This design comes from an exercise in tuning for small area and a short achievable clock period on the open sky130 flow, not from production work. In this exercise RTL edits were held to simulation tests only and were not proved equivalent to the original. No activity file was given, so power comes from the tool's default toggle rates.

`flow/flow/run.sh`:
```
#!/bin/bash
# The standard ORFS layout (the standard.sh, standard synthesis unchanged)
# with two changes to how the layout is made:
#  - port buffers are buf_2 cells instead of the default delay-buffer pick;
#  - timing repair may resize a cell to any footprint (MATCH_CELL_FOOTPRINT=0).
# All of make's output goes to flow_make.log here; ORFS keeps its per-step logs
# under orfs/logs.
set -uo pipefail
bash standard.sh MATCH_CELL_FOOTPRINT=0 \
    "BUFFER_PORTS_ARGS=-buffer_cell sky130_fd_sc_hd__buf_2" \
    finish > flow_make.log 2>&1
status=$?
tail -20 flow_make.log
exit $status
```
`flow/standard.sh`:
```
#!/bin/bash
# synth_recipe.tcl (not shown) runs the flow's synth.tcl, then flattens the netlist and writes it again
# the make line also repeats each setting of config.mk as NAME=value (left out here)
make -C /OpenROAD-flow-scripts/flow DESIGN_CONFIG=/design/flow/config.mk WORK_HOME=/design/flow/orfs CLKGATE_MAP_FILE= SYNTH_SCRIPT=/design/flow/synth_recipe.tcl "${@:-finish}"
```
`flow/config.mk`:
```
export PLATFORM = sky130hd
export DESIGN_NAME = exec_pipe_top
export DESIGN_NICKNAME = exec_pipe_top
export VERILOG_FILES = /design/flow/design.v
export SDC_FILE = /design/flow/constraint.sdc
export NUM_CORES = 4
export LEC_CHECK = 0
export CAP_MARGIN = 30
export CORE_MARGIN = 2
export CORE_UTILIZATION = 72
export CTS_CLUSTER_DIAMETER = 80
export CTS_CLUSTER_SIZE = 24
export PLACE_DENSITY = 0.8
export SETUP_SLACK_MARGIN = 3.6
export SLEW_MARGIN = 20
```
`flow/constraint.sdc`:
```
create_clock -name core_clock -period 6.0 [get_ports {clk}]
set_input_delay 1.2000 -clock core_clock [delete_from_list [all_inputs] [get_ports {clk}]]
set_output_delay 1.2000 -clock core_clock [all_outputs]
set_load 0.01 [all_outputs]
```
`flow/design.v`:
```
package pipe_isa_pkg;
    localparam int xlen      = 64;   
    localparam int reg_idx_w = 5;    
    localparam int dw_offset = 3;    
    typedef logic [reg_idx_w-1:0] reg_idx_t;
    typedef enum logic [2:0] {
        ic_nop    = 3'd0,    
        ic_alu    = 3'd1,
        ic_load   = 3'd2,
        ic_store  = 3'd3,
        ic_branch = 3'd4
    } iclass_e;
    typedef enum logic [2:0] {
        alu_add = 3'd0,
        alu_sub = 3'd1,
        alu_and = 3'd2,
        alu_or  = 3'd3,
        alu_xor = 3'd4,
        alu_sll = 3'd5,
        alu_srl = 3'd6,
        alu_slt = 3'd7       
    } alu_op_e;
endpackage
package pipe_stage_pkg;
    localparam int xlen      = 64;
    localparam int reg_idx_w = 5;
    localparam int addr_w    = 4;     
    localparam int blk       = 4;     
    localparam int nblk      = xlen / blk;
    typedef struct packed {
        logic                 reg_write_en;
        logic                 mem_write;
        logic                 mem_read;
        logic                 branch;
        logic [7:0]           eq_part;     
        logic                 sel_sum;     
        logic                 sel_sh;      
        logic                 rev;         
        logic                 cin;         
        logic                 slt_one;     
        logic                 slt_same;    
        logic [5:0]           shamt;       
        logic [xlen-1:0]      p;           
        logic [xlen-1:0]      g;           
        logic [nblk-1:0]      bp;          
        logic [addr_w-1:0]    addr;        
        logic [reg_idx_w-1:0] rd;
    } id_ex_t;
    typedef struct packed {
        logic                 reg_write_en;
        logic                 mem_write;
        logic                 mem_read;
        logic                 taken;
        logic                 rev;         
        logic                 slt_bit;     
        logic [1:0]           shamt_top;   
        logic [15:0]          rsel;        
        logic [xlen-1:0]      value;       
        logic [addr_w-1:0]    addr;
        logic [reg_idx_w-1:0] rd;
    } ex_mem_t;
    typedef struct packed {
        logic              reg_write_en;
        logic [reg_idx_w-1:0] rd;
        logic [xlen-1:0]   value;
    } wb_t;
endpackage
module issue_stage
(
    input  logic            clk,
    input  logic            reset,
    input  pipe_isa_pkg::iclass_e         iclass,
    input  pipe_isa_pkg::alu_op_e         alu_op,
    input  logic [pipe_isa_pkg::xlen-1:0] op_a,
    input  logic [pipe_isa_pkg::xlen-1:0] op_b,
    input  logic [pipe_isa_pkg::xlen-1:0] store_data,
    input  pipe_isa_pkg::reg_idx_t        rd,
    output pipe_stage_pkg::id_ex_t        id_ex
);
    localparam int xlen = pipe_isa_pkg::xlen;
    localparam int blk  = pipe_stage_pkg::blk;
    localparam int nblk = pipe_stage_pkg::nblk;
    logic is_alu, is_load, is_store, is_branch;
    logic op_add, op_sub, op_and, op_or, op_xor, op_sll, op_srl, op_slt;
    logic shift;
    logic inv_d, sll_d;          
    logic [xlen-1:0] alu_val;
    logic [xlen-1:0] bb, pp, ga, a_rev, sh_in, p_val;
    logic [xlen-1:0] g0, g_pre;
    logic [nblk-1:0] bp_pre;
    logic [6:0]      ea;         
    assign is_alu    = (iclass == pipe_isa_pkg::ic_alu);
    assign is_load   = (iclass == pipe_isa_pkg::ic_load);
    assign is_store  = (iclass == pipe_isa_pkg::ic_store);
    assign is_branch = (iclass == pipe_isa_pkg::ic_branch);
    assign op_add    = is_alu & (alu_op == pipe_isa_pkg::alu_add);
    assign op_sub    = is_alu & (alu_op == pipe_isa_pkg::alu_sub);
    assign op_and    = is_alu & (alu_op == pipe_isa_pkg::alu_and);
    assign op_or     = is_alu & (alu_op == pipe_isa_pkg::alu_or);
    assign op_xor    = is_alu & (alu_op == pipe_isa_pkg::alu_xor);
    assign op_sll    = is_alu & (alu_op == pipe_isa_pkg::alu_sll);
    assign op_srl    = is_alu & (alu_op == pipe_isa_pkg::alu_srl);
    assign op_slt    = is_alu & (alu_op == pipe_isa_pkg::alu_slt);
    assign inv_d     = alu_op[0];
    assign sll_d     = (alu_op == pipe_isa_pkg::alu_sll);
    assign shift     = op_sll | op_srl;
    assign ea        = op_a[6:0] + op_b[6:0];
    assign bb = op_b ^ {xlen{inv_d}};
    assign pp = op_a ^ bb;
    assign ga = op_a & bb;
    assign g0 = ga | {{(xlen-1){1'b0}}, pp[0] & inv_d};     
    always_comb begin : prefix
        for (int i = 0; i < xlen; i++) begin
            g_pre[i] = g0[i - (i % blk)];
            for (int k = i - (i % blk) + 1; k <= i; k++) g_pre[i] = g0[k] | (pp[k] & g_pre[i]);
        end
        for (int k = 0; k < nblk; k++) bp_pre[k] = &pp[k*blk +: blk];
    end
    always_comb begin
        for (int i = 0; i < xlen; i++) a_rev[i] = op_a[xlen-1-i];
    end
    assign sh_in = sll_d ? a_rev : op_a;
    always_comb begin
        case (alu_op)
            pipe_isa_pkg::alu_and: alu_val = ga;
            pipe_isa_pkg::alu_or:  alu_val = op_a | op_b;
            pipe_isa_pkg::alu_xor: alu_val = pp;
            pipe_isa_pkg::alu_sll,
            pipe_isa_pkg::alu_srl: alu_val = sh_in;
            default:               alu_val = pp;
        endcase
    end
    assign p_val = is_store ? store_data : alu_val;
    always_ff @(posedge clk or posedge reset) begin
        if (reset) begin
            id_ex.reg_write_en <= 1'b0;
            id_ex.mem_write    <= 1'b0;
            id_ex.branch       <= 1'b0;
        end else begin
            id_ex.reg_write_en <= (is_alu | is_load) & (rd != '0);
            id_ex.mem_write    <= is_store;
            id_ex.branch       <= is_branch;
        end
    end
    always_ff @(posedge clk) begin
        id_ex.mem_read <= is_load;
        id_ex.sel_sum  <= op_add | op_sub;
        id_ex.sel_sh   <= shift | op_and | op_or | op_xor | is_store;
        id_ex.rev      <= op_sll;
        id_ex.cin      <= inv_d;
        id_ex.slt_one  <= op_slt & op_a[xlen-1] & ~op_b[xlen-1];
        id_ex.slt_same <= op_slt & (op_a[xlen-1] == op_b[xlen-1]);
        id_ex.shamt    <= shift ? op_b[5:0] : 6'd0;
        id_ex.p        <= p_val;
        id_ex.g        <= g_pre;
        id_ex.bp       <= bp_pre;
        id_ex.addr     <= ea[6:3];
        id_ex.rd       <= rd;
        for (int k = 0; k < 8; k++) id_ex.eq_part[k] <= (op_a[8*k +: 8] == op_b[8*k +: 8]);
    end
endmodule
module execute_stage
(
    input  pipe_stage_pkg::id_ex_t  id_ex,
    output pipe_stage_pkg::ex_mem_t ex_in
);
    localparam int xlen = pipe_isa_pkg::xlen;
    localparam int blk  = pipe_stage_pkg::blk;
    localparam int nblk = pipe_stage_pkg::nblk;
    logic [nblk-1:0] bcarry;     
    logic [xlen-1:0] carry, sum, shr, alu_res;
    logic            lt;
    always_comb begin : block_prefix
        logic [nblk-1:0] g, p, gn, pn;
        for (int k = 0; k < nblk; k++) g[k] = id_ex.g[k*blk + blk - 1];
        p = id_ex.bp;
        for (int d = 1; d < nblk; d = d * 2) begin
            gn = g;
            pn = p;
            for (int k = d; k < nblk; k++) begin
                gn[k] = g[k] | (p[k] & g[k-d]);
                pn[k] = p[k] & p[k-d];
            end
            g = gn;
            p = pn;
        end
        bcarry = g;
    end
    always_comb begin : bit_carry
        logic pb;
        for (int i = 0; i < xlen; i++) begin
            if (i == 0) begin
                carry[i] = id_ex.cin;
            end else if (i % blk == 0) begin
                carry[i] = bcarry[i/blk - 1];
            end else if (i < blk) begin
                carry[i] = id_ex.g[i-1];     
            end else begin
                pb = 1'b1;
                for (int k = i - (i % blk); k < i; k++) pb = pb & id_ex.p[k];
                carry[i] = id_ex.g[i-1] | (pb & bcarry[i/blk - 1]);
            end
        end
    end
    assign sum = id_ex.p ^ carry;
    assign lt = id_ex.slt_one | (id_ex.slt_same & ~carry[xlen-1]);
    assign shr = id_ex.p >> id_ex.shamt[3:0];
    assign alu_res = ({xlen{id_ex.sel_sum}} & sum)
                   | ({xlen{id_ex.sel_sh}}  & shr);
    always_comb begin
        ex_in.reg_write_en = id_ex.reg_write_en;
        ex_in.mem_write    = id_ex.mem_write;
        ex_in.mem_read     = id_ex.mem_read;
        ex_in.taken        = id_ex.branch & (&id_ex.eq_part);     
        ex_in.rev          = id_ex.rev;
        ex_in.slt_bit      = lt;
        ex_in.shamt_top    = id_ex.shamt[5:4];
        ex_in.value        = alu_res;
        ex_in.addr         = id_ex.addr;
        for (int w = 0; w < 16; w++) ex_in.rsel[w] = id_ex.mem_read & (id_ex.addr == w);
        ex_in.rd           = id_ex.rd;
    end
endmodule
module ex_mem_reg
(
    input  logic    clk,
    input  logic    reset,
    input  pipe_stage_pkg::ex_mem_t ex_in,
    output pipe_stage_pkg::ex_mem_t ex_mem
);
    always_ff @(posedge clk or posedge reset) begin
        if (reset) begin
            ex_mem.reg_write_en <= 1'b0;
            ex_mem.mem_write    <= 1'b0;
            ex_mem.taken        <= 1'b0;
        end else begin
            ex_mem.reg_write_en <= ex_in.reg_write_en;
            ex_mem.mem_write    <= ex_in.mem_write;
            ex_mem.taken        <= ex_in.taken;
        end
    end
    always_ff @(posedge clk) begin
        ex_mem.mem_read  <= ex_in.mem_read;
        ex_mem.rev       <= ex_in.rev;
        ex_mem.slt_bit   <= ex_in.slt_bit;
        ex_mem.shamt_top <= ex_in.shamt_top;
        ex_mem.rsel      <= ex_in.rsel;
        ex_mem.value    <= ex_in.value;
        ex_mem.addr     <= ex_in.addr;
        ex_mem.rd       <= ex_in.rd;
    end
endmodule
module mem_stage
(
    input  logic    clk,
    input  logic    reset,
    input  pipe_stage_pkg::ex_mem_t ex_mem,
    output pipe_stage_pkg::wb_t     wb,
    output logic    branch_taken
);
    logic [pipe_isa_pkg::xlen-1:0] dmem [16];
    logic [pipe_isa_pkg::xlen-1:0] rdata;
    logic [pipe_isa_pkg::xlen-1:0] shifted, result;
    always_ff @(posedge clk) begin
        if (ex_mem.mem_write) begin
            dmem[ex_mem.addr] <= ex_mem.value;
        end
    end
    always_comb begin
        rdata = '0;
        for (int w = 0; w < 16; w++) begin
            rdata = rdata | ({pipe_isa_pkg::xlen{ex_mem.rsel[w]}} & dmem[w]);
        end
    end
    assign shifted = ex_mem.value >> {ex_mem.shamt_top, 4'b0000};
    always_comb begin
        for (int i = 0; i < pipe_isa_pkg::xlen; i++) begin
            result[i] = ex_mem.rev ? shifted[pipe_isa_pkg::xlen-1-i] : shifted[i];
        end
    end
    always_ff @(posedge clk or posedge reset) begin
        if (reset) begin
            wb.reg_write_en <= 1'b0;
            branch_taken    <= 1'b0;
        end else begin
            wb.reg_write_en <= ex_mem.reg_write_en;
            branch_taken    <= ex_mem.taken;
        end
    end
    always_ff @(posedge clk) begin
        wb.rd    <= ex_mem.rd;
        wb.value <= rdata | result | {{(pipe_isa_pkg::xlen-1){1'b0}}, ex_mem.slt_bit};
    end
endmodule
module exec_pipe_top
#(
    parameter int dmem_depth = 16     
)
(
    input  logic            clk,
    input  logic            reset,
    input  pipe_isa_pkg::iclass_e         iclass,
    input  pipe_isa_pkg::alu_op_e         alu_op,
    input  logic [pipe_isa_pkg::xlen-1:0] op_a,
    input  logic [pipe_isa_pkg::xlen-1:0] op_b,
    input  logic [pipe_isa_pkg::xlen-1:0] store_data,
    input  pipe_isa_pkg::reg_idx_t        rd,
    output pipe_stage_pkg::wb_t             wb,
    output logic            branch_taken
);
    pipe_stage_pkg::id_ex_t  id_ex;      
    pipe_stage_pkg::ex_mem_t ex_in;      
    pipe_stage_pkg::ex_mem_t ex_mem;     
    issue_stage u_issue (
        .clk        (clk),
        .reset      (reset),
        .iclass     (iclass),
        .alu_op     (alu_op),
        .op_a       (op_a),
        .op_b       (op_b),
        .store_data (store_data),
        .rd         (rd),
        .id_ex      (id_ex)
    );
    execute_stage u_execute (
        .id_ex (id_ex),
        .ex_in (ex_in)
    );
    ex_mem_reg u_ex_mem (
        .clk    (clk),
        .reset  (reset),
        .ex_in  (ex_in),
        .ex_mem (ex_mem)
    );
    mem_stage u_mem (
        .clk          (clk),
        .reset        (reset),
        .ex_mem       (ex_mem),
        .wb           (wb),
        .branch_taken (branch_taken)
    );
endmodule
```
==> flow_summary.ini, run 1 <==
[floorplan]
die_x_um = 283
rows = 102
io_pins = 276
start_util = 0.726
fp.dieH_um = 283
die_area_um2 = 80200
coreArea_um2 = 77300

[sta]
hold_viol = 0
setup_viol = 0
slew_violations = 0
rsz0062_at_grt = yes
fmax_ghz = 0.401
skew_ns = 0.0373
fin_hold_ws_ns = 0.333
slew_headroom = 0.303
fin_crit_sh = 0.416
worstMarginPinSlew_ns = 1.05
finalSetupTns_ns = 0
min_period_ns = 2.49

[route]
detail_route.wl_per_cell_um = 35.3
dr.first_iter.drc_count = 7247
viasPerCell = 7.72
remaining_drc_errors = 0
first_pass_iters = 7
drt_wl_total_mm = 185
vias = 40300
ant_nets = 0

[worst_setup_path]
required_ns = 6.55
crit_path_end_kind = register
cp_max_fo = 50
worstSetupStartpointType = register
cp.arrival_ns = 3.04
worst-setup-path-type = register to register

[global_route]
grt_pass1_vias = 39300
overflow = 0
grt_first_pass_wirelength_mm = 262
grt_use_total = 0.449
antenna_found_initial = 11
grt_max_degree = 75

[place]
port_buffers = 275
post-dp-hpwl_mm = 108
gp_congestion = 0.971
placed_area_um2 = 58800

[layout]
largest_reg_flops = 1024
final_area_um2 = 61900
drive_gt1_frac = 0.154
num-fill-cells = 4150
fin_util = 0.801
area_delta_synth_final_pct = 10.3
nets = 4479

[yosys]
yosysWarnings = 4
synthArstFlopShare = 0.00586
netlist_area_um2 = 56100
yosysSeqAreaShare = 0.670
synth_cells = 3921
ys_ff_latch = 1365
ys.flop_type = edfxtp_1
synth_edf_count = 1024
syn_area_per_cell_um2 = 14.3
syn_nets = 4275
synth_cell_types = 58

[run_status]
status = finished clean

[clock_network]
clk_latency_ns = 0.66
cts.clk_slew.worst_paths_ns = 0.09
clockBufferDepth = 3
htree_levels = 3
cts.sinks = 1365
cts_tree = done
cts-root-buf = clkbuf_16
cts_buffers = 68

[power]
sw_frac_of_total = 0.252
leakage_nw = 24.3
p_seq_frac = 0.604
p_per_area_nw_per_um2 = 292
p_int_mw = 13.5
vdd_drop_max_mv = 0.241
clkPwrFrac = 0.291
power.switching_mw = 4.55
combinationalPowerShare = 0.105

[run]
cap_violations = 0

[worst_hold_path]
hp-class = register to register
[final timing paths]
kind	start	to	slack, ns	depth (start not counted)
hold / removal	u_issue.id_ex[2]	u_ex_mem.ex_mem[2]	0.33	0
hold reg to reg	u_issue.id_ex[2]	u_ex_mem.ex_mem[2]	0.33	0
setup / recovery	u_ex_mem.ex_mem[89]	u_mem.wb[0]	3.51	5
max in group asynchronous	reset	u_ex_mem.ex_mem[93]	5.21	2
setup reg to reg	u_ex_mem.ex_mem[89]	u_mem.wb[0]	3.51	5
min in group asynchronous	reset	u_mem.wb[69]	0.52	2
[cell type report]
| cell class | instances | area (um^2) | share of cell area |
|---|---|---|---|
| sequential | 1365 | 37700 | 0.610 |
| multi-input combinational | 2160 | 17400 | 0.280 |
| timing repair buffer | 393 | 2900 | 0.0469 |
| clock buffer | 115 | 1950 | 0.0315 |
| tap | 1040 | 1300 | 0.0210 |
| inverter | 137 | 528 | 0.00853 |
| clock inverter | 10 | 125 | 0.00202 |
| antenna | 5 | 12.5 | 0.000202 |
[worst max-delay path: stages (launching register included)]
cell	delay, ns
dfxtp_2	0.35
buf_6	0.49
clkinvlp_4	0.33
buf_4	0.31
mux2i_1	0.52
a211o_1	0.35
[power by group through the flow]
| stage | Sequential (mW) | Clock [mW] | Combinational [mW] |
|---|---|---|---|
| after floorplan | 10.9 | 0 | 1.08 |
| after global placement | 11.1 | 0 | 1.70 |
| after detailed placement | 11.1 | 0 | 1.73 |
| after CTS | 10.9 | 5.20 | 1.80 |
| after global routing | 10.9 | 5.54 | 1.99 |
| final | 10.9 | 5.26 | 1.89 |
[placed cells by master (no fill, tap or decap), types with 10 or more instances in the layout]
cell type  instances
inv_1            132
mux2i_1          280
clkbuf_16         76
and4_1            14
or4_1             17
o21ai_1           10
xnor2_1           41
edfxtp_1        1024
nor3_1            43
o22ai_1           64
o21ai_0           85
a222oi_1          43
mux2_2            46
nand2_1          105
a221o_1           40
dfxtp_2           40
a221oi_1         209
nor2_4            13
a22oi_1           95
buf_12            21
a211o_1           35
buf_6             23
nor2_1           144
buf_4             64
clkbuf_1          43
nand4_1           82
ha_2              11
a21o_1            73
dfxtp_4           19
buf_2            262
xor2_1            69
a22o_1           267
a21oi_1          110
ha_1             137
dfxtp_1          274
[synth_stat cells (all sizes together) (95+ instances only)]
cell	n	area, um^2
a21oi	111	556
ha	149	1860
edfxtp	1024	30700
mux2i	280	2800
a22o	268	2350
a22oi	95	713
a221oi	209	1830
nor2	160	601
clkbuf	173	649
o21ai	100	508
nand2	106	398
inv	136	510
dfxtp	333	6670
[cell families after synthesis]
kind of cell,after synthesis,synth area share
adders and majority gates,149,0.0332
DFF,1365,0.670
and+or+nand+nor,497,0.0438
muxes,327,0.0596
AOI/OAI and AO/OA,1075,0.149
xor gates and xnor gates,110,0.0172
buffers and inverters,398,0.0272
[per-stage QoR]
step                      cells  setup slack (ns)  total power, mW
final                      5225              3.51             18.1
after global routing       5220              3.53             18.5
after CTS                  5205              3.60             17.9
after detailed placement   5062              2.08             12.8
after global placement     5056              1.91             12.8
after floorplan            3921              3.01             12.0
[per-layer routing]
metal / share of wire / routed length [um] / track usage
met5: 0.00034 / 63 / 0
met4: 0.074 / 13700 / 0.276
met3: 0.15 / 28400 / 0.111
met2: 0.45 / 83500 / 0.704
met1: 0.32 / 58900 / 0.569
[timing repair]
action / in CTS / in global routing
setup buffers: 14 / 10
endpoints found under the setup margin: 661 / 380
gates resized for setup: 145 / 37
cloned: 4 / 3
pin swaps: 11 / 4
hold buffers: 0 / 0
==> run 2: changes to the inputs <==
--- a/flow/config.mk
+++ b/flow/config.mk
@@ -7,9 +7,9 @@
 export LEC_CHECK = 0
 export CAP_MARGIN = 30
 export CORE_MARGIN = 2
-export CORE_UTILIZATION = 72
+export CORE_UTILIZATION = 65
 export CTS_CLUSTER_DIAMETER = 80
 export CTS_CLUSTER_SIZE = 24
-export PLACE_DENSITY = 0.8
-export SETUP_SLACK_MARGIN = 3.6
+export PLACE_DENSITY = 0.72
+export SETUP_SLACK_MARGIN = 3.75
 export SLEW_MARGIN = 20
==> flow_summary.ini, run 2 <==
[clock_network]
clockBufferDepth = 3
clk_latency_ns = 0.67
cts_buffers = 70
cts.sinks = 1365
htree_levels = 3
cts_tree = done
cts-root-buf = clkbuf_16
cts.clk_slew.worst_paths_ns = 0.09

[global_route]
grt_max_degree = 80
overflow = 0
antenna_found_initial = 9
grt_pass1_vias = 38100
grt_use_total = 0.399
grt_first_pass_wirelength_mm = 258

[sta]
worstMarginPinSlew_ns = 0.971
hold_viol = 0
setup_viol = 0
fin_crit_sh = 0.412
slew_violations = 0
fmax_ghz = 0.404
skew_ns = 0.0351
slew_headroom = 0.352
min_period_ns = 2.47
finalSetupTns_ns = 0
layout_setup_ws_ns = 3.53
rsz0062_at_grt = yes

[worst_setup_path]
path_cells = a211o_1 -> a211o_1 -> o21ai_2 -> o21ai_4 -> buf_6 -> buf_4 -> a41oi_2 -> xnor2_1 -> a221o_1
cp_max_fo = 3
regToRegSetupSlack_ns = 3.53
cp.arrival_ns = 3.02
cpMostUsedCell = a211o_1
worstSetupStartpointType = register
required_ns = 6.54
worst-setup-path-type = register to register
slowest_stage = dfxtp_4
crit_path_max_incr_delay_ns = 0.36
crit_path_end_kind = register

[yosys]
yosysWarnings = 4
synth_common_cells = 1024 x edfxtp_1, 333 x dfxtp_1, 280 x mux2i_1
ys_ff_latch = 1365
syn_nets = 4275
syn_area_per_cell_um2 = 14.3
post-synth-top-count-cell = edfxtp_1
synth_area_leaders = edfxtp_1 55%, dfxtp_1 12%, mux2i_1 5.0%
yosysSeqAreaShare = 0.670
netlist_area_um2 = 56100
synthArstFlopShare = 0.00586
ys.flop_type = edfxtp_1
synth_cells = 3921
yosysTopAreaCell = edfxtp_1
synth_edf_count = 1024
synth_cell_types = 58
synth_top_area_share = 0.548

[power]
p_per_area_nw_per_um2 = 291
power.switching_mw = 4.66
sw_frac_of_total = 0.253
clkPwrFrac = 0.295
p_int_mw = 13.8
combinationalPowerShare = 0.113
leakage_nw = 24.7
p_seq_frac = 0.592
vdd_drop_max_mv = 0.197

[layout]
area_delta_synth_final_pct = 12.7
final_cells = 5360
nets = 4512
final_common_cell = edfxtp_1
drive_gt1_frac = 0.180
largest_reg_flops = 1024
num-fill-cells = 5368
final_cell_mix = 1024 x edfxtp_1, 272 x mux2i_1, 264 x a22o_1, 250 x dfxtp_1, 219 x buf_2

[floorplan]
io_pins = 276
die_area_um2 = 88700
coreArea_um2 = 85400
fp.dieH_um = 298
die_x_um = 298
start_util = 0.657
rows = 107

[place]
port_buffers = 275
place_ws_ns = 2.41
post-dp-hpwl_mm = 107
gp_congestion = 0.967
placed_cells = 5164

[run_status]
status = finished clean

[route]
viasPerCell = 7.31
ant_nets = 0
remaining_drc_errors = 0
vias = 39200
first_pass_iters = 10
detail_route.wl_per_cell_um = 34.2
dr.first_iter.drc_count = 5856
drt_wl_total_mm = 183

[run]
cap_violations = 0

[worst_hold_path]
hp-class = register to register
==> run 2: cell counts after synthesis <==
No cell type changed its count.
==> run 2: logic make-up after synthesis <==
group / after synthesis / synth area share
AO/OA/AOI/OAI: 1075 / 0.149
XOR/XNOR: 110 / 0.0172
adder cells (fa/ha/maj): 149 / 0.0332
buffers and inverters: 398 / 0.0272
multiplexers: 327 / 0.0596
flip-flops: 1365 / 0.670
AND/OR/NAND/NOR: 497 / 0.0438
==> run 2: worst paths after layout <==
kind,startpoint,endpoint,cells after the start
max in group asynchronous,reset,u_ex_mem.ex_mem[95],2
hold reg to reg,u_issue.id_ex[158],u_ex_mem.ex_mem[90],0
setup / recovery,u_issue.id_ex[52],u_ex_mem.ex_mem[64],9
setup reg to reg,u_issue.id_ex[52],u_ex_mem.ex_mem[64],9
min in group asynchronous,reset,u_issue.id_ex[175],2
hold / removal,u_issue.id_ex[158],u_ex_mem.ex_mem[90],0
==> run 2: metal layers <==
| metal | wire length [um] | GRT usage | vias up |
|---|---|---|---|
| met5 | 48 | 0 | - |
| met3 | 22900 | 0.0691 | 554 |
| met4 | 10100 | 0.182 | 8 |
| li1 | - | - | 16100 |
| met1 | 64000 | 0.530 | 19300 |
| met2 | 86000 | 0.648 | 3265 |
==> run 2: repair_timing <==
item / CTS / global route
gates resized for setup: 224 / 120
setup endpoints to repair: 773 / 372
setup buffers: 29 / 22
pin swaps: 38 / 47
gates cloned: 7 / 7
hold buffers: 0 / 0
==> run 2: area by class of cell <==
type                       instances  area (um^2)  share of cell area
inverter                         137          527             0.00832
clock inverter                    15          259             0.00409
sequential                      1365        37800               0.597
clock buffer                     113         1970              0.0311
tap                             1144         1430              0.0226
antenna                            2         5.00           0.0000791
timing repair buffer             423         3520              0.0556
multi-input combinational       2161        17800               0.281
==> run 2: power by group through the flow <==
stage | clock network, mW | logic, mW | registers [mW]
2_1_floorplan | 0 | 1.08 | 10.9
3_3_place_gp | 0 | 1.73 | 11.1
3_5_place_dp | 0 | 1.77 | 11.1
4_1_cts | 5.43 | 1.93 | 10.9
5_1_grt | 5.75 | 2.19 | 10.9
6_report | 5.43 | 2.08 | 10.9
==> run 2: stage by stage <==
stage               utilization  cell area [um^2]  hold WS [ns]  total power, mW
finish                    0.741             63300         0.327             18.4
global route              0.741             63300         0.344             18.9
CTS                       0.731             62400         0.330             18.2
detailed placement        0.690             58900         0.312             12.9
global placement          0.690             58900         0.309             12.8
floorplan                     -             56400         0.310             12.0
==> run 2: critical path: cells and delay by family (launching register included) <==
kind                   cells  cell delay [ns]
flip-flops                 1             0.36
AO/OA/AOI/OAI              6             1.59
XOR/XNOR                   1             0.12
buffers and inverters      2             0.29
==> run 3: changes to the inputs <==
--- a/flow/config.mk
+++ b/flow/config.mk
@@ -10,6 +10,7 @@
 export CORE_UTILIZATION = 65
 export CTS_CLUSTER_DIAMETER = 80
 export CTS_CLUSTER_SIZE = 24
+export GPL_ROUTABILITY_DRIVEN = 0
 export PLACE_DENSITY = 0.72
-export SETUP_SLACK_MARGIN = 3.75
+export SETUP_SLACK_MARGIN = 3.6
 export SLEW_MARGIN = 20
==> flow_summary.ini, run 3 <==
[layout]
area_delta_synth_final_pct = 10.3
largest_reg_flops = 1024
final_common_cell = edfxtp_1
drive_gt1_frac = 0.154
final_cell_mix = 1024 x edfxtp_1, 284 x dfxtp_1, 277 x mux2i_1, 265 x buf_2, 264 x a22o_1
final_area_um2 = 61900
nets = 4477
num-fill-cells = 5542

[yosys]
syn_area_per_cell_um2 = 14.3
synth_area_leaders = edfxtp_1 55%, dfxtp_1 12%, mux2i_1 5.0%
synth_cells = 3921
synth_edf_count = 1024
synthArstFlopShare = 0.00586
yosysWarnings = 4
netlist_area_um2 = 56100
synth_cell_types = 58
ys_ff_latch = 1365
ys.flop_type = edfxtp_1
yosysSeqAreaShare = 0.670
syn_nets = 4275
synth_top_area_share = 0.548
synth_common_cells = 1024 x edfxtp_1, 333 x dfxtp_1, 280 x mux2i_1
post-synth-top-count-cell = edfxtp_1
yosysTopAreaCell = edfxtp_1

[worst_setup_path]
critPathTopFamily = flip-flops
worstSetupStartpointType = register
path_cells = buf_6
crit_path_end_kind = output pin
slowest_stage = dfxtp_4
regToRegSetupSlack_ns = 3.60
cp.arrival_ns = 1.22
crit_path_max_incr_delay_ns = 0.43
required_ns = 4.80
crit_buf_inv = 1
worst-setup-path-type = register to output pin
cp_max_fo = 1

[sta]
fmax_ghz = 0.414
slew_headroom = 0.309
fin_crit_sh = 0.403
worstMarginPinSlew_ns = 1.03
slew_violations = 0
hold_viol = 0
min_period_ns = 2.42
layout_setup_ws_ns = 3.58
finalSetupTns_ns = 0
rsz0062_at_grt = yes
skew_ns = 0.0345
setup_viol = 0

[run]
cap_violations = 0

[global_route]
overflow = 0
antenna_found_initial = 2
grt_pass1_vias = 37600
grt_first_pass_wirelength_mm = 253
grt_max_degree = 85
grt_use_total = 0.390

[clock_network]
cts-root-buf = clkbuf_16
htree_levels = 3
clockBufferDepth = 3
cts_buffers = 68
cts.clk_slew.worst_paths_ns = 0.10
clk_latency_ns = 0.66
cts.sinks = 1365
ctsHoldBuffers = 0
cts_tree = done

[floorplan]
die_x_um = 298
start_util = 0.657
io_pins = 276
fp.dieH_um = 298
rows = 107
coreArea_um2 = 85400
die_area_um2 = 88700

[route]
ant_nets = 0
first_pass_iters = 7
remaining_drc_errors = 0
viasPerCell = 7.24
drt_wl_total_mm = 177
dr.first_iter.drc_count = 5697
vias = 38500
detail_route.wl_per_cell_um = 33.3

[place]
post-dp-hpwl_mm = 106
placed_area_um2 = 59000
port_buffers = 275
place_ws_ns = 2.43

[power]
vdd_drop_max_mv = 0.231
total_power_mw = 18.0
p_per_area_nw_per_um2 = 291
leakage_nw = 24.2

[run_status]
status = finished clean

[worst_hold_path]
hp-class = register to register
-- run 3: cell types whose count changed in the layout (fill, tap and decap cells not counted), sizes merged, moves of 2 or more --
cell	before	now
buf	410	387
clkinv	8	5
clkinvlp	0	2
clkbuf	126	119
-- run 3: what timing repair did --
| action | CTS | global route |
|---|---|---|
| pin swaps | 18 | 11 |
| setup endpoints to repair | 610 | 261 |
| cloned | 2 | 2 |
| resized for setup | 120 | 25 |
| setup buffers | 10 | 8 |
-- run 3: worst reg2reg max path, stage by stage, from the launching register on --
cell	delay, ns
dfxtp_4	0.37
a211o_1	0.35
a211o_4	0.32
o21ai_4	0.20
buf_6	0.15
inv_4	0.04
a21o_1	0.18
ha_2	0.19
nor2_4	0.10
xnor2_2	0.10
a22o_4	0.31
-- run 3: kinds of logic after synthesis --
family,synth area share
mux,0.0596
buf+inv,0.0272
simple gates,0.0438
xor+xnor,0.0172
flops,0.670
fa+ha+maj,0.0332
compound gates,0.149
-- run 3: final timing paths --
path	startpoint	endpoint	cells past startpoint
setup reg to reg	u_issue.id_ex[52]	u_ex_mem.ex_mem[46]	10
hold / removal	u_issue.id_ex[157]	u_ex_mem.ex_mem[89]	0
min in group asynchronous	reset	u_mem.branch_taken	2
setup / recovery	u_mem.wb[0]	wb[0]	1
hold reg to reg	u_issue.id_ex[157]	u_ex_mem.ex_mem[89]	0
max in group asynchronous	reset	u_ex_mem.ex_mem[96]	2
-- run 3: layer usage --
metal,GRT usage,vias up,routed length (um)
met2,0.633,3027,83800
met5,0,-,23
met1,0.522,19000,63300
met4,0.165,4,8210
li1,-,16000,-
met3,0.0713,473,22000
-- run 3: through the flow --
step                      utilization  std cells  hold slack (ns)
after detailed placement        0.691       5173            0.318
after global routing            0.725       5322            0.325
after floorplan                     -       3921            0.310
after global placement          0.690       5166            0.310
final                           0.725       5323            0.335
after CTS                       0.722       5310            0.324
-- run 3: area by class of cell --
class / instances / area (um^2) / share of cell area
Tap cell: 1144 / 1430 / 0.0231
Inverter: 137 / 531 / 0.00857
Multi-Input combinational cell: 2158 / 17400 / 0.281
Sequential cell: 1365 / 37700 / 0.609
Timing Repair Buffer: 393 / 2750 / 0.0445
Antenna cell: 1 / 2.50 / 0.0000404
Clock inverter: 12 / 195 / 0.00315
Clock buffer: 113 / 1890 / 0.0306
-- run 3: power breakdown --
group	internal (mW)	total (mW)	leakage, nW	switching [mW]
logic	0.749	1.92	8.96	1.17
clock network	2.28	5.24	0.988	2.96
registers	10.5	10.9	14.3	0.402
total	13.5	18.0	24.2	4.53
==> run 4: changes to the inputs <==
==> flow/config.mk (replaced) <==
export PLATFORM = sky130hd
export DESIGN_NAME = exec_pipe_top
export DESIGN_NICKNAME = exec_pipe_top
export VERILOG_FILES = /design/flow/design.v
export SDC_FILE = /design/flow/constraint.sdc
export NUM_CORES = 4
export LEC_CHECK = 0
export CAP_MARGIN = 15
export CORE_MARGIN = 2
export CORE_UTILIZATION = 65
export CTS_CLUSTER_DIAMETER = 80
export CTS_CLUSTER_SIZE = 24
export PLACE_DENSITY = 0.72
export SETUP_SLACK_MARGIN = 3.6
export SLEW_MARGIN = 10
==> flow_summary.ini, run 4 <==
[yosys]
synthArstFlopShare = 0.00586
post-synth-top-count-cell = edfxtp_1
ys_ff_latch = 1365
synth_area_leaders = edfxtp_1 55%, dfxtp_1 12%, mux2i_1 5.0%
yosysSeqAreaShare = 0.670
synth_xor_area_frac = 0.0172
synth_top_family_by_area = compound AO/OA/AOI/OAI gates
synth_mux_area_frac = 0.0596
synth_cells = 3921
yosysWarnings = 4
netlist_area_um2 = 56100
synth_adder_area_share = 0.0332
syn_nets = 4275
synth_compound_area_frac = 0.149
syn_area_per_cell_um2 = 14.3
synth_top_area_share = 0.548
synth_edf_count = 1024
synth_cell_types = 58
synth-simple-area-share = 0.0438
synth_common_cells = 1024 x edfxtp_1, 333 x dfxtp_1, 280 x mux2i_1
yosysTopAreaCell = edfxtp_1
ys.flop_type = edfxtp_1

[floorplan]
coreArea_um2 = 85400
rows = 107
start_util = 0.657
die_x_um = 298
io_pins = 276
fp.dieH_um = 298
die_area_um2 = 88700

[worst_setup_path]
r2r_end = u_mem.wb[51]
crit_path_end_kind = register
required_ns = 6.52
worstSetupStartpointType = register
regToRegSetupSlack_ns = 3.55
cp-endpoint = u_mem.wb[51]
r2r_start = u_ex_mem.ex_mem[90]
startpoint = u_ex_mem.ex_mem[90]
cp.arrival_ns = 2.96
worst-setup-path-type = register to register
r2r.worst_path.cells = 5
cp_max_fo = 40

[layout]
largest_reg_flops = 1024
final_common_cell = edfxtp_1
seq_area_um2 = 37700
fin_util = 0.727
multiInputGateArea_um2 = 17400
area_delta_synth_final_pct = 10.6
final_cell_mix = 1024 x edfxtp_1, 287 x dfxtp_1, 280 x mux2i_1, 265 x a22o_1, 262 x buf_2
drive_gt1_frac = 0.156
num-fill-cells = 5590
nets = 4487
final_cells = 5331

[sta]
finalSetupTns_ns = 0
fmax_ghz = 0.409
layout_setup_ws_ns = 3.55
hold_viol = 0
setup_viol = 0
skew_ns = 0.0447
rsz0062_at_grt = yes
slew_headroom = 0.198
min_period_ns = 2.45
worstMarginPinSlew_ns = 1.20
fin_crit_sh = 0.408
slew_violations = 0

[power]
total_power_mw = 18.1
leakage_nw = 24.3
vdd_drop_max_mv = 0.238
p_per_area_nw_per_um2 = 292

[route]
drt_wl_total_mm = 179
remaining_drc_errors = 0
detail_route.wl_per_cell_um = 33.6
dr.first_iter.drc_count = 5937
ant_nets = 0
vias = 38400
viasPerCell = 7.21
first_pass_iters = 8

[place]
placed_cells = 5168
place_ws_ns = 2.25
gp_congestion = 0.958
post-dp-hpwl_mm = 108
port_buffers = 275

[global_route]
overflow = 0
grt_first_pass_wirelength_mm = 255
grt_use_total = 0.394
grt_pass1_vias = 37500
antenna_found_initial = 7
grt_max_degree = 73

[worst_hold_path]
min-delay-start = u_ex_mem.ex_mem[1]
hp-class = register to register

[clock_network]
clockBufferDepth = 3
cts-root-buf = clkbuf_16
cts_tree = done
htree_levels = 3
cts.sinks = 1365
clk_latency_ns = 0.67
ctsHoldBuffers = 0
cts_buffers = 70
cts.clk_slew.worst_paths_ns = 0.09

[run_status]
status = finished clean

[run]
cap_violations = 0
[run 4: cells by family after synthesis]
family | Yosys count
DFF | 1365
AOI/OAI and AO/OA | 1075
and+or+nand+nor | 497
buffers and inverters | 398
muxes | 327
adders and majority gates | 149
xor gates and xnor gates | 110
[run 4: power by group]
part | switching, mW | internal, mW | leakage [nW] | total [mW]
sequential | 0.410 | 10.5 | 14.3 | 10.9
clock | 2.96 | 2.34 | 1.03 | 5.31
combinational | 1.17 | 0.752 | 9.01 | 1.93
[run 4: final cells by class]
cell class / count / area share
antenna: 1 / 0.0000403
clock buffer: 110 / 0.0310
clock inverter: 15 / 0.00375
inverter: 137 / 0.00845
multi-input combinational: 2161 / 0.281
sequential: 1365 / 0.608
tap: 1144 / 0.0231
timing repair buffer: 398 / 0.0453
[run 4: worst min path at each step]
stage / slack, ns / depth (start not counted) / to
after floorplan: 0.31 / 0 / u_ex_mem.ex_mem[0]
after global placement: 0.31 / 0 / u_mem.wb[68]
after detailed placement: 0.31 / 0 / u_ex_mem.ex_mem[92]
after CTS: 0.33 / 0 / u_mem.wb[65]
after global routing: 0.33 / 0 / u_mem.wb[65]
final: 0.33 / 0 / u_mem.wb[65]
[run 4: through the flow]
stage	area [um^2]	hold slack, ns
6_report	62100	0.332
5_1_grt	62100	0.333
4_1_cts	61700	0.330
3_5_place_dp	58900	0.312
3_3_place_gp	58900	0.310
2_1_floorplan	56400	0.310
[run 4: what timing repair did]
item,CTS,global route
setup buffers,17,11
endpoints found under the setup margin,558,309
cloned,5,4
gates resized for setup,108,44
endpoints found under the hold margin,0,0
pin swaps,16,18
[run 4: metal layers]
metal / vias up / GRT usage / routed length (um)
met5: - / 0 / 51
met4: 10 / 0.169 / 8940
met3: 506 / 0.0669 / 22600
met2: 3055 / 0.635 / 83900
met1: 18900 / 0.533 / 63500
li1: 16000 / - / -
[run 4: critical path, stage by stage, from the launching register on]
cell	delay, ns
dfxtp_4	0.58
buf_8	0.38
mux2_2	0.41
nand2_1	0.14
o21ai_0	0.30
a221o_1	0.44
==> run 5: changes to the inputs <==
==> flow/config.mk (replaced) <==
export PLATFORM = sky130hd
export DESIGN_NAME = exec_pipe_top
export DESIGN_NICKNAME = exec_pipe_top
export VERILOG_FILES = /design/flow/design.v
export SDC_FILE = /design/flow/constraint.sdc
export NUM_CORES = 4
export LEC_CHECK = 0
export CAP_MARGIN = 30
export CORE_MARGIN = 2
export CORE_UTILIZATION = 65
export CTS_CLUSTER_DIAMETER = 80
export CTS_CLUSTER_SIZE = 24
export PLACE_DENSITY = 0.72
export SETUP_SLACK_MARGIN = 3.66
export SLEW_MARGIN = 20
==> flow_summary.ini, run 5 <==
[run_status]
status = finished clean

[yosys]
synth_top_area_share = 0.548
netlist_area_um2 = 56100
syn_area_per_cell_um2 = 14.3
yosysSeqAreaShare = 0.670
synth_edf_count = 1024
ys_ff_latch = 1365
synth_cells = 3921
post-synth-top-count-cell = edfxtp_1
synth_area_leaders = edfxtp_1 55%, dfxtp_1 12%, mux2i_1 5.0%
synth_mux_area_frac = 0.0596
synthArstFlopShare = 0.00586
ys.flop_type = edfxtp_1
yosysTopAreaCell = edfxtp_1
synth_xor_area_frac = 0.0172
syn_nets = 4275
synth_cell_types = 58
synth_adder_area_share = 0.0332
synth_compound_area_frac = 0.149
synth_common_cells = 1024 x edfxtp_1, 333 x dfxtp_1, 280 x mux2i_1
synth-simple-area-share = 0.0438
yosysWarnings = 4
synth_top_family_by_area = compound AO/OA/AOI/OAI gates

[route]
vias = 38700
ant_nets = 0
dr.first_iter.drc_count = 6059
remaining_drc_errors = 0
first_pass_iters = 9
viasPerCell = 7.24
drt_wl_total_mm = 181
detail_route.wl_per_cell_um = 33.8

[floorplan]
coreArea_um2 = 85400
start_util = 0.657
die_area_um2 = 88700
io_pins = 276
die_x_um = 298
fp.dieH_um = 298
rows = 107

[worst_setup_path]
path_cells = a211o_1 -> a211o_4 -> o21ai_4 -> buf_6 -> inv_2 -> a21o_1 -> ha_1 -> nor2_2 -> xnor2_1 -> a22o_1
crit_buf_inv = 2
worst-setup-path-type = register to register
cp.arrival_ns = 2.97
required_ns = 6.52
regToRegSetupSlack_ns = 3.55
r2r_start = u_issue.id_ex[52]
worstSetupStartpointType = register
critPathTopFamily = compound AO/OA/AOI/OAI gates
cp_max_fo = 3
crit_path_end_kind = register
cp_num_cells = 10
crit_path_max_incr_delay_ns = 0.36
r2r.worst_path.cells = 10
slowest_stage = dfxtp_4
startpoint = u_issue.id_ex[52]
r2r_end = u_ex_mem.ex_mem[46]
cp-endpoint = u_ex_mem.ex_mem[46]

[worst_hold_path]
hp-class = register to register

[layout]
final_cell_mix = 1024 x edfxtp_1, 276 x mux2i_1, 270 x dfxtp_1, 265 x a22o_1, 247 x buf_2
largest_reg_flops = 1024
final_common_cell = edfxtp_1
final_area_um2 = 62500
area_delta_synth_final_pct = 11.4
final_cells = 5342
num-fill-cells = 5461
drive_gt1_frac = 0.163
nets = 4492

[sta]
setup_viol = 0
worstMarginPinSlew_ns = 1.00
min_period_ns = 2.45
slew_headroom = 0.333
finalSetupTns_ns = 0
fin_hold_ws_ns = 0.304
fmax_ghz = 0.408
hold_viol = 0
skew_ns = 0.0383
fin_crit_sh = 0.408
rsz0062_at_grt = yes
slew_violations = 0

[global_route]
grt_first_pass_wirelength_mm = 255
antenna_found_initial = 8
overflow = 0
grt_pass1_vias = 37600
grt_use_total = 0.395
grt_max_degree = 73

[clock_network]
htree_levels = 3
cts-root-buf = clkbuf_16
clk_latency_ns = 0.66
cts_tree = done
cts.clk_slew.worst_paths_ns = 0.10
cts.sinks = 1365
clockBufferDepth = 3
cts_buffers = 70

[place]
post-dp-hpwl_mm = 108
placed_cells = 5162
placed_area_um2 = 58900
port_buffers = 275
gp_congestion = 0.955

[power]
leakage_nw = 24.4
total_power_mw = 18.2
p_per_area_nw_per_um2 = 291
vdd_drop_max_mv = 0.272

[run]
cap_violations = 0
-- run 5: how the worst min path moves through the flow --
| stage | startpoint | slack (ns) | end | cells past startpoint |
|---|---|---|---|---|
| CTS | u_ex_mem.ex_mem[4] | 0.31 | u_mem.wb[68] | 0 |
| finish | u_ex_mem.ex_mem[4] | 0.30 | u_mem.wb[68] | 0 |
| floorplan | u_issue.id_ex[0] | 0.31 | u_ex_mem.ex_mem[0] | 0 |
| global route | u_ex_mem.ex_mem[4] | 0.31 | u_mem.wb[68] | 0 |
| detailed placement | u_issue.id_ex[3] | 0.31 | u_ex_mem.ex_mem[3] | 0 |
| global placement | u_issue.id_ex[3] | 0.31 | u_ex_mem.ex_mem[3] | 0 |
-- run 5: power by group --
| part | internal, mW | switching, mW |
|---|---|---|
| sequential | 10.5 | 0.431 |
| combinational | 0.781 | 1.17 |
| clock | 2.31 | 3.01 |
-- run 5: timing repair --
item | in CTS | in global routing
setup endpoints to repair | 733 | 297
endpoints found under the hold margin | 0 | 0
hold buffers | 0 | 0
cloned | 5 | 7
gates resized for setup | 153 | 58
setup buffers | 29 | 6
pin swaps | 18 | 8
-- run 5: kinds of logic (layout without fill, tap and decap cells) --
group                    Yosys count  in the layout
flip-flops                      1365           1365
AO/OA/AOI/OAI                   1075           1075
AND/OR/NAND/NOR                  497            498
buffers and inverters            398            671
multiplexers                     327            327
adder cells (fa/ha/maj)          149            149
XOR/XNOR                         110            110
other                              0              3
-- run 5: routing by layer --
metal | wire length [um] | vias to the layer above | track usage
met5 | 50 | - | 0
li1 | - | 16000 | -
met3 | 21900 | 561 | 0.0660
met2 | 85400 | 3186 | 0.638
met4 | 9900 | 8 | 0.184
met1 | 63500 | 18900 | 0.528
-- run 5: metrics by stage --
step / setup WS (ns) / utilization
3_3_place_gp: 2.41 / 0.690
2_1_floorplan: 3.01 / -
4_1_cts: 3.51 / 0.726
6_report: 3.55 / 0.732
5_1_grt: 3.53 / 0.732
3_5_place_dp: 2.30 / 0.690
-- run 5: cell type report --
cell class              count  area [um^2]  share of cell area
diodes                      3         7.51            0.000120
well taps                1144         1430              0.0229
clock buffers             115         1940              0.0310
clock inverters            14          208             0.00332
inverters                 137          524             0.00838
flip-flops and latches   1365        37700               0.604
multi-input cells        2159        17500               0.280
repair buffers            405         3190              0.0510
==> run 6: changes to the inputs <==
--- a/flow/config.mk
+++ b/flow/config.mk
@@ -11,5 +11,6 @@
 export CTS_CLUSTER_DIAMETER = 80
 export CTS_CLUSTER_SIZE = 24
 export PLACE_DENSITY = 0.72
-export SETUP_SLACK_MARGIN = 3.66
+export SETUP_SLACK_MARGIN = 3.6
 export SLEW_MARGIN = 20
+export TNS_END_PERCENT = 20
==> flow_summary.ini, run 6 <==
[layout]
drive_gt1_frac = 0.148
area_delta_synth_final_pct = 10.2
largest_reg_flops = 1024
final_common_cell = edfxtp_1
final_cell_mix = 1024 x edfxtp_1, 303 x dfxtp_1, 279 x mux2i_1, 272 x buf_2, 267 x a22o_1
fin_util = 0.724
nets = 4498
num-fill-cells = 5580

[sta]
hold_viol = 0
slew_violations = 0
skew_ns = 0.0380
worstMarginPinSlew_ns = 1.08
finalSetupTns_ns = 0
rsz0062_at_grt = yes
min_period_ns = 2.62
fin_crit_sh = 0.436
fin_hold_ws_ns = 0.332
slew_headroom = 0.281
fmax_ghz = 0.382
setup_viol = 0

[worst_setup_path]
crit_path_end_kind = output pin
r2r_start = u_ex_mem.ex_mem[5]
worstSetupStartpointType = register
slowest_stage = dfxtp_1
cp.arrival_ns = 1.42
worst-setup-path-type = register to output pin
startpoint = u_mem.wb[13]
critPathTopFamily = flip-flops
crit_path_max_incr_delay_ns = 0.54
crit_buf_inv = 1
required_ns = 4.80
path_cells = buf_2
cp_max_fo = 1

[global_route]
grt_pass1_vias = 37300
antenna_found_initial = 4
grt_max_degree = 73
grt_use_total = 0.393
overflow = 0
grt_first_pass_wirelength_mm = 254

[clock_network]
cts-root-buf = clkbuf_16
cts_tree = done
clk_latency_ns = 0.67
clockBufferDepth = 3
cts.clk_slew.worst_paths_ns = 0.10
cts_buffers = 70
htree_levels = 3
cts.sinks = 1365

[floorplan]
die_area_um2 = 88700
die_x_um = 298
rows = 107
coreArea_um2 = 85400
start_util = 0.657
io_pins = 276
fp.dieH_um = 298

[yosys]
post-synth-top-count-cell = edfxtp_1
synth_cell_types = 58
ys_ff_latch = 1365
synth_top_area_share = 0.548
yosysSeqAreaShare = 0.670
yosysTopAreaCell = edfxtp_1
yosysWarnings = 4
synthArstFlopShare = 0.00586
synth_area_leaders = edfxtp_1 55%, dfxtp_1 12%, mux2i_1 5.0%
synth_adder_area_share = 0.0332
synth_cells = 3921
synth_compound_area_frac = 0.149
syn_area_per_cell_um2 = 14.3
netlist_area_um2 = 56100
synth-simple-area-share = 0.0438
syn_nets = 4275
ys.flop_type = edfxtp_1
synth_mux_area_frac = 0.0596
synth_top_family_by_area = compound AO/OA/AOI/OAI gates
synth_common_cells = 1024 x edfxtp_1, 333 x dfxtp_1, 280 x mux2i_1
synth_edf_count = 1024
synth_xor_area_frac = 0.0172

[route]
dr.first_iter.drc_count = 5810
remaining_drc_errors = 0
drt_wl_total_mm = 179
first_pass_iters = 7
vias = 38600
detail_route.wl_per_cell_um = 33.4
ant_nets = 0
viasPerCell = 7.23

[run_status]
status = finished clean

[power]
p_per_area_nw_per_um2 = 292
leakage_nw = 24.3
vdd_drop_max_mv = 0.204
total_power_mw = 18.1

[place]
port_buffers = 275
post-dp-hpwl_mm = 109
gp_congestion = 0.967

[worst_hold_path]
hp-class = register to register
min-delay-start = u_issue.id_ex[162]

[run]
cap_violations = 0
run 6: cell count changes in the layout (fill, tap and decap cells not counted), sizes merged:
cell,before,now
buf,390,403
clkbuf,130,119
clkinv,5,6
clkinvlp,2,1
diode,3,1
nand2b,12,13
nor2,160,161
run 6: final cells by class:
class                           instances  area, um^2  share of cell area
Sequential cell                      1365       37700               0.609
Multi-Input combinational cell       2161       17300               0.280
Antenna cell                            1        2.50           0.0000404
Clock inverter                         14         209             0.00338
Timing Repair Buffer                  409        2810              0.0454
Clock buffer                          113        1920              0.0311
Inverter                              137         514             0.00831
Tap cell                             1144        1430              0.0231
run 6: routing by layer:
| metal | up-vias | global-route usage | share of wire |
|---|---|---|---|
| met5 | - | 0 | 0.00015 |
| met1 | 19000 | 0.520 | 0.35 |
| met3 | 534 | 0.0832 | 0.13 |
| li1 | 16000 | - | - |
| met4 | 4 | 0.149 | 0.047 |
| met2 | 3097 | 0.644 | 0.47 |
run 6: per-stage QoR:
step | std cells | area (um^2) | setup slack (ns)
5_1_grt | 5343 | 61900 | 3.35
4_1_cts | 5311 | 61400 | 3.22
6_report | 5344 | 61900 | 3.38
2_1_floorplan | 3921 | 56300 | 3.01
3_3_place_gp | 5162 | 58800 | 2.24
3_5_place_dp | 5170 | 59000 | 2.19
run 6: what timing repair did:
action / CTS / global route
hold buffers: 0 / 0
pin swaps: 3 / 13
hold endpoints to repair: 0 / 0
endpoints found under the setup margin: 769 / 832
setup buffers: 9 / 29
cloned: 5 / 1
resized for setup: 33 / 45
run 6: cell families (layout without fill, tap and decap cells):
family	after synthesis	count (layout)
buffers and inverters	398	673
AO/OA/AOI/OAI	1075	1075
multiplexers	327	327
AND/OR/NAND/NOR	497	500
other	0	1
XOR/XNOR	110	110
adder cells (fa/ha/maj)	149	149
flip-flops	1365	1365
run 6: path summary, 6_finish.rpt:
check	to	slack (ns)	cells after the start
min in group asynchronous	u_issue.id_ex[176]	0.51	2
hold reg to reg	u_ex_mem.ex_mem[92]	0.33	0
setup / recovery	wb[13]	3.38	1
hold / removal	u_ex_mem.ex_mem[92]	0.33	0
setup reg to reg	u_mem.dmem[7][8]	3.43	4
max in group asynchronous	u_issue.id_ex[173]	5.21	2
run 6: power by group:
part	switching (mW)	internal (mW)
Clock	3.02	2.30
Combinational	1.14	0.729
Sequential	0.418	10.5
==> run 7: changes to the inputs <==
--- a/flow/config.mk
+++ b/flow/config.mk
@@ -13,4 +13,3 @@
 export PLACE_DENSITY = 0.72
 export SETUP_SLACK_MARGIN = 3.6
 export SLEW_MARGIN = 20
-export TNS_END_PERCENT = 20
==> flow_summary.ini, run 7 <==
[global_route]
grt_first_pass_wirelength_mm = 255
grt_max_degree = 73
overflow = 0
grt_use_total = 0.393
antenna_found_initial = 3
grt_pass1_vias = 37700

[yosys]
syn_area_per_cell_um2 = 14.3
synth_cells = 3921
synth_edf_count = 1024
syn_nets = 4275
post-synth-top-count-cell = edfxtp_1
synthArstFlopShare = 0.00586
synth_cell_types = 58
synth_top_area_share = 0.548
synth_area_leaders = edfxtp_1 55%, dfxtp_1 12%, mux2i_1 5.0%
netlist_area_um2 = 56100
ys_ff_latch = 1365
yosysTopAreaCell = edfxtp_1
ys.flop_type = edfxtp_1
synth_common_cells = 1024 x edfxtp_1, 333 x dfxtp_1, 280 x mux2i_1
yosysWarnings = 4
yosysSeqAreaShare = 0.670

[sta]
fin_hold_ws_ns = 0.330
rsz0062_at_grt = yes
worstMarginPinSlew_ns = 0.965
skew_ns = 0.0318
hold_viol = 0
min_period_ns = 2.41
slew_violations = 0
fmax_ghz = 0.415
layout_setup_ws_ns = 3.59
setup_viol = 0
slew_headroom = 0.356
finalSetupTns_ns = 0
fin_crit_sh = 0.402

[run]
cap_violations = 0

[route]
ant_nets = 0
remaining_drc_errors = 0
dr.first_iter.drc_count = 5821
drt_wl_total_mm = 178
vias = 38500
first_pass_iters = 10
detail_route.wl_per_cell_um = 33.4
viasPerCell = 7.22

[worst_setup_path]
worst-setup-path-type = register to register
crit_path_max_incr_delay_ns = 0.55
worstSetupStartpointType = register
r2r_start = u_issue.id_ex[153]
r2r_end = u_ex_mem.ex_mem[12]
cp.arrival_ns = 2.87
slowest_stage = a222oi_1
crit_path_end_kind = register
r2r.worst_path.cells = 5
regToRegSetupSlack_ns = 3.59
critPathTopFamily = buffers and inverters
required_ns = 6.46
startpoint = u_issue.id_ex[153]
path_cells = buf_12 -> mux2i_1 -> mux2_2 -> a222oi_1 -> inv_1
cp_max_fo = 47
crit_buf_inv = 2

[floorplan]
fp.dieH_um = 298
io_pins = 276
rows = 107
coreArea_um2 = 85400
start_util = 0.657
die_area_um2 = 88700
die_x_um = 298

[power]
combinationalPowerShare = 0.106
sw_frac_of_total = 0.252
total_power_mw = 18.1
clkPwrFrac = 0.293
power.switching_mw = 4.56
leakage_nw = 24.3
p_int_mw = 13.5
p_seq_frac = 0.601
vdd_drop_max_mv = 0.205
p_per_area_nw_per_um2 = 292

[place]
port_buffers = 275
placed_cells = 5174
post-dp-hpwl_mm = 108
gp_congestion = 0.958
place_ws_ns = 2.22
placed_area_um2 = 59000

[layout]
fin_util = 0.726
final_cells = 5334
largest_reg_flops = 1024
final_area_um2 = 62000
drive_gt1_frac = 0.154
nets = 4487
final_common_cell = edfxtp_1
final_cell_mix = 1024 x edfxtp_1, 288 x dfxtp_1, 280 x mux2i_1, 267 x a22o_1, 263 x buf_2
area_delta_synth_final_pct = 10.5

[worst_hold_path]
hold_path_end = u_ex_mem.ex_mem[92]
min-delay-start = u_issue.id_ex[162]
hp-class = register to register
worstHoldPathCells = 0

[clock_network]
htree_levels = 3
clk_latency_ns = 0.66
clockBufferDepth = 3
cts.clk_slew.worst_paths_ns = 0.10
ctsHoldBuffers = 0
cts_tree = done
cts-root-buf = clkbuf_16
cts.sinks = 1365
cts_buffers = 70

[run_status]
status = finished clean
[run 7: cell counts after synthesis]
No cell type changed its count.
[run 7: timing repair]
action                     in CTS  in global routing
resized for setup             107                 27
gates cloned                    3                  3
setup endpoints to repair     561                250
pin swaps                      19                  7
hold endpoints to repair        0                  0
setup buffers                  18                  6
[run 7: power by group through the flow]
| stage | sequential [mW] | clock, mW | combinational, mW |
|---|---|---|---|
| global placement | 11.1 | 0 | 1.75 |
| CTS | 10.9 | 5.30 | 1.84 |
| detailed placement | 11.1 | 0 | 1.79 |
| floorplan | 10.9 | 0 | 1.08 |
| global route | 10.9 | 5.63 | 2.02 |
| finish | 10.9 | 5.29 | 1.91 |
[run 7: how the worst max path moves through the flow]
stage	endpoint	slack, ns	cells after the start
3_5_place_dp	u_issue.id_ex[133]	2.22	6
5_1_grt	u_ex_mem.ex_mem[46]	3.52	9
6_report	u_ex_mem.ex_mem[12]	3.59	5
3_3_place_gp	u_issue.id_ex[132]	2.26	6
2_1_floorplan	u_mem.dmem[11][0]	3.01	2
4_1_cts	u_ex_mem.ex_mem[46]	3.58	9
[run 7: worst register-to-register path: cells and delay by family, from the launching register on]
kind | cells | cell delay, ns
flip-flops | 1 | 0.52
buffers and inverters | 2 | 0.65
AO/OA/AOI/OAI | 1 | 0.55
multiplexers | 2 | 0.49
[run 7: logic make-up (layout without fill, tap and decap cells)]
| family | count (synthesis) | in the layout | synth area share |
|---|---|---|---|
| buffers and inverters | 398 | 665 | 0.0272 |
| and+or+nand+nor | 497 | 498 | 0.0438 |
| adders and majority gates | 149 | 149 | 0.0332 |
| AOI/OAI and AO/OA | 1075 | 1075 | 0.149 |
| xor gates and xnor gates | 110 | 110 | 0.0172 |
| DFF | 1365 | 1365 | 0.670 |
| other | 0 | 1 | 0 |
| muxes | 327 | 327 | 0.0596 |
[run 7: layout make-up]
class | count | area (um^2)
Multi-Input combinational cell | 2159 | 17300
Sequential cell | 1365 | 37700
Timing Repair Buffer | 400 | 2850
Fill cell | 5595 | 23400
Antenna cell | 1 | 2.50
Inverter | 137 | 524
Clock buffer | 112 | 1910
Tap cell | 1144 | 1430
Clock inverter | 16 | 221
[run 7: layer usage]
metal  up-vias  routed length, um  global-route usage
met2      3152              83700               0.638
met4         4               8430               0.166
met1     18900              63100               0.532
li1      16000                  -                   -
met5         -                 31                   0
met3       452              22900              0.0658
==> run 8: changes to the inputs <==
--- a/flow/config.mk
+++ b/flow/config.mk
@@ -13,3 +13,4 @@
 export PLACE_DENSITY = 0.72
 export SETUP_SLACK_MARGIN = 3.6
 export SLEW_MARGIN = 20
+export TNS_END_PERCENT = 50
==> flow_summary.ini, run 8 <==
[run_status]
status = finished clean

[layout]
largest_reg_flops = 1024
seq_area_um2 = 37700
drive_gt1_frac = 0.149
final_common_cell = edfxtp_1
multiInputGateArea_um2 = 17400
diodes = 0
area_delta_synth_final_pct = 10.4
final_cells = 5329
nets = 4483
num-fill-cells = 5526
final_cell_mix = 1024 x edfxtp_1, 296 x dfxtp_1, 273 x mux2i_1, 269 x buf_2, 267 x a22o_1

[clock_network]
cts-root-buf = clkbuf_16
clk_latency_ns = 0.66
cts_buffers = 69
ctsHoldBuffers = 0
cts.sinks = 1365
clockBufferDepth = 3
htree_levels = 3
cts.clk_slew.worst_paths_ns = 0.09
cts_tree = done

[place]
placed_cells = 5169
gp_congestion = 0.953
post-dp-hpwl_mm = 109
port_buffers = 275

[route]
met2_length_mm = 84.5
wl_met1_mm = 64.3
viasPerCell = 7.26
vias = 38700
drt_wl_total_mm = 179
dr.first_iter.drc_count = 5794
detail_route.wl_per_cell_um = 33.6
route.met3.wl_mm = 21.5
ant_nets = 0
routed.top_layer = met5
first_pass_iters = 14
remaining_drc_errors = 0

[worst_setup_path]
path_cells = buf_2
crit_path_end_kind = output pin
slowest_stage = dfxtp_1
crit_path_max_incr_delay_ns = 0.46
regToRegSetupSlack_ns = 3.52
cp.arrival_ns = 1.29
critPathTopFamily = flip-flops
worstSetupStartpointType = register
worst-setup-path-type = register to output pin
required_ns = 4.80
crit_buf_inv = 1
cp_max_fo = 1

[sta]
hold_viol = 0
slew_violations = 0
rsz0062_at_grt = yes
worstMarginPinSlew_ns = 1.04
setup_viol = 0
finalSetupTns_ns = 0
min_period_ns = 2.49
skew_ns = 0.0411
slew_headroom = 0.310
fmax_ghz = 0.401
fin_crit_sh = 0.415

[global_route]
antenna_found_initial = 12
grt_use_total = 0.396
grt_pass1_vias = 37800
grt_max_degree = 82
grt_first_pass_wirelength_mm = 256
overflow = 0

[yosys]
syn_nets = 4275
synth_cells = 3921
synth_cell_types = 58
yosysWarnings = 4
synth_area_leaders = edfxtp_1 55%, dfxtp_1 12%, mux2i_1 5.0%
synthArstFlopShare = 0.00586
yosysTopAreaCell = edfxtp_1
syn_area_per_cell_um2 = 14.3
ys.flop_type = edfxtp_1
yosysSeqAreaShare = 0.670
synth_common_cells = 1024 x edfxtp_1, 333 x dfxtp_1, 280 x mux2i_1
synth_edf_count = 1024
ys_ff_latch = 1365
netlist_area_um2 = 56100
synth_top_area_share = 0.548
post-synth-top-count-cell = edfxtp_1

[floorplan]
fp.dieH_um = 298
die_x_um = 298
coreArea_um2 = 85400
start_util = 0.657
io_pins = 276
die_area_um2 = 88700
rows = 107

[worst_hold_path]
hp-class = register to register

[power]
p_per_area_nw_per_um2 = 292
vdd_drop_max_mv = 0.214
leakage_nw = 24.3

[run]
cap_violations = 0
run 8: cell types whose count changed in the layout (fill, tap and decap cells not counted), moves of 4 or more:
cell | before | now
buf_12 | 14 | 19
buf_2 | 263 | 269
buf_4 | 81 | 74
buf_6 | 23 | 19
dfxtp_1 | 288 | 296
dfxtp_4 | 17 | 11
ha_1 | 137 | 147
ha_2 | 11 | 2
inv_6 | 7 | 2
mux2i_1 | 280 | 273
mux2i_2 | 0 | 7
o21ai_0 | 84 | 94
o21ai_1 | 11 | 1
run 8: layer usage:
metal / vias up / track usage
met3: 479 / 0.0663
met1: 19100 / 0.532
met2: 3056 / 0.641
li1: 16000 / -
met4: 8 / 0.174
met5: - / 0
run 8: what timing repair did:
action / CTS / global route
setup endpoints to repair: 735 / 545
pin swaps: 2 / 24
setup buffers: 10 / 16
cloned: 5 / 1
gates resized for setup: 60 / 64
run 8: cell type report:
type                       instances  area share
sequential                      1365       0.608
multi-input combinational       2160       0.280
timing repair buffer             396      0.0454
clock buffer                     114      0.0309
tap                             1144      0.0231
inverter                         137     0.00836
clock inverter                    13     0.00357
run 8: path summary, 6_finish.rpt:
kind,from,end,depth (start not counted)
min in group asynchronous,reset,u_issue.id_ex[176],2
worst min register to register,u_issue.id_ex[157],u_ex_mem.ex_mem[89],0
worst min-delay path,u_issue.id_ex[157],u_ex_mem.ex_mem[89],0
max in group asynchronous,reset,u_mem.branch_taken,2
worst max-delay path,u_mem.wb[6],wb[6],1
worst max register to register,u_ex_mem.ex_mem[85],u_mem.wb[59],6
run 8: per-stage QoR:
stage / power, mW / util / area, um^2 / setup slack (ns) / hold WS, ns
3_3_place_gp: 12.8 / 0.689 / 58900 / 2.30 / 0.310
4_1_cts: 18.0 / 0.721 / 61600 / 3.32 / 0.330
6_report: 18.1 / 0.725 / 62000 / 3.51 / 0.334
5_1_grt: 18.5 / 0.725 / 62000 / 3.52 / 0.330
2_1_floorplan: 12.0 / - / 56300 / 3.01 / 0.310
3_5_place_dp: 12.9 / 0.690 / 59000 / 2.26 / 0.313
run 8: logic make-up (layout without fill, tap and decap cells):
group / count (synthesis) / in the layout / synth area share
compound gates: 1075 / 1075 / 0.149
xor+xnor: 110 / 110 / 0.0172
fa+ha+maj: 149 / 149 / 0.0332
buf+inv: 398 / 660 / 0.0272
flops: 1365 / 1365 / 0.670
mux: 327 / 327 / 0.0596
simple gates: 497 / 499 / 0.0438
run 8: power breakdown:
group / leakage [nW] / switching, mW / internal [mW]
Combinational: 9.02 / 1.17 / 0.745
Clock: 1.01 / 2.98 / 2.32
Sequential: 14.2 / 0.416 / 10.5
Total: 24.3 / 4.56 / 13.5

[what the ideal ports hide]
How much do the figures lean on ideal ports? The routed layouts below were timed once more, with nothing changed but the port constraints. Step 1 (the two cells are an assumption about what drives the block):
set clk [get_ports {clk}]
set_driving_cell -lib_cell sky130_fd_sc_hd__clkbuf_16 $clk
set_driving_cell -lib_cell sky130_fd_sc_hd__buf_2 [delete_from_list [all_inputs] $clk]
Step 2 also shifts input and output timing later by t, the mid clock arrival at the registers, as if the neighbouring blocks saw the same clock. a / b / c = ideal ports / drivers / drivers and shift; a / b = the first two.
run | shift t [ns] | slack for setup (ns) | cell pins on the clock port's net
run 1 | 0.719 | 3.506 / 3.505 / 2.863 | 1
run 2 | 0.726 | 3.526 / 3.503 / 2.863 | 1
run 3 | 0.718 | 3.582 / 3.509 / 2.889 | 1
run 4 | 0.720 | 3.555 / 3.517 / 2.865 | 1
run 5 | 0.716 | 3.549 / 3.483 / 2.834 | 1
run 6 | 0.722 | 3.385 / 3.311 / 2.777 | 1
run 7 | 0.717 | 3.591 / 3.522 / 2.859 | 1
run 8 | 0.718 | 3.508 / 3.431 / 2.820 | 1
After both steps every run listed still meets setup and hold. For run 7, which loses most, drivers alone change the setup slack by -0.069 ns; drivers and shift together by -0.732 ns.
